What follows belongs to an exercise in optimizing a design on an open flow for small area and a short achievable clock period; a production flow would make more cautious choices. The RTL was checked by simulation tests, not by an equivalence proof against the original design. No activity file was given, so power comes from the tool's default toggle rates.

Design aixh_mxc_upper_hchain, start of the top module:
module aixh_mxc_upper_hchain
#(
    parameter int               NTILE         = 8,
    parameter int               CWIDTH        = 32,
    parameter int               DWIDTH        = 64,
    parameter int               FIFO_DEPTH    = 4,
    parameter logic [NTILE-1:0] REPEATER_MASK = 8'b10101010
) (
    input  logic                      aixh_core_clk2x,
    input  logic                      aixh_core_rstn,
    input  logic                      i_fwd_vld,
    input  logic [CWIDTH-1:0]         i_fwd_cmd,
    output logic [NTILE-1:0]          o_tile_cmd_vld,
    output logic [NTILE*CWIDTH-1:0]   o_tile_cmd,
    input  logic [NTILE-1:0]          i_tile_bwd_vld,
    input  logic [NTILE*DWIDTH-1:0]   i_tile_bwd_dat,
    output logic                      o_bwd_vld,
    output logic [DWIDTH-1:0]         o_bwd_dat,
    output logic [$clog2(NTILE)-1:0]  o_bwd_tid,
    input  logic                      i_bwd_rdy,
    output logic [NTILE-1:0]          o_ovf,
    input  logic                      i_ovf_clr
);
    localparam int TIDW = $clog2(NTILE);
  ...
clock: 5.5 ns
lec_check: 0
cap_margin: 20
core_margin: 2
core_utilization: 55
cts_cluster_diameter: 100
cts_cluster_size: 25
setup_slack_margin: 3.0
slew_margin: 20
synth_hierarchical: 1
synth_minimum_keep_size: 0
standard.sh (not shown) runs the stock make flow with config.mk's settings and CLKGATE_MAP_FILE= SYNTH_SCRIPT=/design/flow/synth_recipe.tcl, a recipe that flattens the netlist after the stock synthesis.
==> flow/flow/run.sh <==
#!/bin/bash
# Standard ORFS layout, except that the port buffers buffer_ports inserts are
# plain sky130_fd_sc_hd__buf_2 cells instead of the resizer's default pick
# (a slow clkdlybuf4s50 delay cell). Every port still gets its own buffer;
# timing repair may upsize it later as usual.
set -euo pipefail
export BUFFER_PORTS_ARGS="-buffer_cell sky130_fd_sc_hd__buf_2"
bash standard.sh finish > flow.log 2>&1
==> next run, changes <==
--- a/flow/design.v
+++ b/flow/design.v
@@ -227,19 +227,19 @@
     logic load_sel;
     logic load_hold;
     aixh_mxc_upper_ornb u_load_en   (.a (out_vld), .b (i_bwd_rdy), .y (load_en));
     for (genvar x = 0; x < NTILE; x++) begin : g_load_fifo
         aixh_mxc_upper_ornb u_load_fifo (.a (out_vld), .b (i_bwd_rdy), .y (load_fifo[x]));
     end
     aixh_mxc_upper_ornb u_load_sel  (.a (out_vld), .b (i_bwd_rdy), .y (load_sel));
     aixh_mxc_upper_ornb u_load_hold (.a (out_vld), .b (i_bwd_rdy), .y (load_hold));
     assign grant_vld = |grant;
-    assign ptr_nxt   = load_en ? ptr_if_load : ptr;
+    assign ptr_nxt   = (load_en & grant_vld) ? {grant[NTILE-2:0], grant[NTILE-1]} : ptr;
     function automatic logic [NTILE-1:0] rr_pick(input logic [NTILE-1:0] ne,
                                                  input logic [NTILE-1:0] p);
         for (int t = 0; t < NTILE; t++) begin
             logic hit;
             hit = 1'b0;
             for (int q = 0; q < NTILE; q++) begin
                 logic clear;
                 clear = 1'b1;
                 for (int j = 0; j < NTILE; j++) begin
@@ -247,22 +247,19 @@
                         clear = clear & ~ne[j];
                 end
                 hit = hit | (p[q] & clear);
             end
             rr_pick[t] = ne[t] & hit;
         end
     endfunction
     assign ne_if_load    = (fifo_ne_pop & grant) | (fifo_ne_hold & ~grant);
     assign ne_if_hold    = fifo_ne_hold;
-    logic any_nxt;
-    logic [NTILE-1:0] ptr_if_load_nxt;
-    assign any_nxt         = load_en ? |ne_if_load : |ne_if_hold;
-    assign ptr_if_load_nxt = any_nxt ? {grant_nxt[NTILE-2:0], grant_nxt[NTILE-1]} : ptr_nxt;
+    assign ptr_if_load   = grant_vld ? {grant[NTILE-2:0], grant[NTILE-1]} : ptr;
     assign grant_if_load = rr_pick(ne_if_load, ptr_if_load);
     assign grant_if_hold = rr_pick(ne_if_hold, ptr);
     assign grant_nxt     = load_en ? grant_if_load : grant_if_hold;
     localparam int NPAIR = NTILE * FIFO_DEPTH;
     localparam int NGRP  = (NPAIR + 2) / 3;
     logic [NPAIR-1:0] pair_sel;
     for (genvar x = 0; x < NTILE; x++) begin : g_psel
         assign pair_sel[x*FIFO_DEPTH +: FIFO_DEPTH] = fifo_rsel[x];
     end
@@ -330,60 +327,38 @@
                 assign tgrp_n[g] = ~(ts[3*g] & td[3*g]);
             end
         end
         assign sel_tid[j] = ~&tgrp_n;
     end
     always_ff @(posedge aixh_core_clk2x or negedge aixh_core_rstn) begin
         if (!aixh_core_rstn) begin
             out_vld <= 1'b0;
             ptr     <= NTILE'(1);
-            ptr_if_load <= NTILE'(1);
             grant   <= '0;
         end else begin
             if (load_en) out_vld <= grant_vld;
             ptr   <= ptr_nxt;
-            ptr_if_load <= ptr_if_load_nxt;
             grant <= grant_nxt;
         end
     end
     always_ff @(posedge aixh_core_clk2x) begin
         out_dat <= sel_dat;
         out_tid <= sel_tid;
     end
     always_ff @(posedge aixh_core_clk2x or negedge aixh_core_rstn) begin
         if (!aixh_core_rstn) ovf_q <= '0;
         else                 ovf_q <= (ovf_q & ~{NTILE{i_ovf_clr}}) | fifo_ovf;
     end
-    logic out_vld_port;
-    aixh_mxc_upper_vld_ff u_out_vld_port (
-        .clk   (aixh_core_clk2x),
-        .rst_n (aixh_core_rstn),
-        .en    (load_en),
-        .d     (grant_vld),
-        .q     (out_vld_port)
-    );
-    assign o_bwd_vld = out_vld_port;
+    assign o_bwd_vld = out_vld;
     assign o_bwd_dat = out_dat;
     assign o_bwd_tid = out_tid;
     assign o_ovf     = ovf_q;
 endmodule
-module aixh_mxc_upper_vld_ff (
-    input  logic clk,
-    input  logic rst_n,
-    input  logic en,
-    input  logic d,
-    output logic q
-);
-    always_ff @(posedge clk or negedge rst_n) begin
-        if (!rst_n)  q <= 1'b0;
-        else if (en) q <= d;
-    end
-endmodule
 module aixh_mxc_upper_slot_bit #(
     parameter int N = 11
 ) (
     input  logic         load,
     input  logic         q,
     input  logic [N-1:0] grp_n,
     output logic         y
 );
     assign y = load ? ~&grp_n : q;
=> Clock power shrinks slightly. Worst hold slack is better by 120 ps. Clock skew hardly moves. Final area barely changes. Wire length is higher by a few percent. Fmax stays flat. Via count climbs slightly. Flip-flop and latch count went down by 9. Synthesized area stays flat. Global-route usage rose by 0.62 points. Setup slack got worse by 6.0 ps. Synthesized cell count barely changes. Clock-buffer cell count went down by 1.

[port drivers added, routing unchanged]
How much do the figures lean on ideal ports? The routed layouts below were timed once more, with nothing changed but the port constraints. Step 1, drivers: a clkbuf_16 drives aixh_core_clk2x and a buf_2 each remaining input, both assumed. Step 2 times the ports against the registers' clock, not the clock port: input delays grow and output delays shrink by t, the midpoint of the rising clock arrivals with the driver on. a / b / c = ideal / step 1 / step 2; a / b = the first two.
| run | shift t [ns] | slack for setup (ns) | worst hold slack (ns) | latest minus earliest clock arrival (ns) | cell pins on the clock port's net |
|---|---|---|---|---|---|
| the first run | 0.835 | 2.945 / 2.926 / 2.145 | 0.247 / 0.199 / 0.356 | 0.034 / 0.034 | 1 |
| the second run | 0.847 | 2.939 / 2.847 / 2.107 | 0.365 / 0.357 / 0.365 | 0.036 / 0.036 | 1 |
After both steps every run listed still meets setup and hold. For the second run, which loses most, drivers alone change the setup slack by -0.092 ns; drivers and shift together by -0.832 ns.
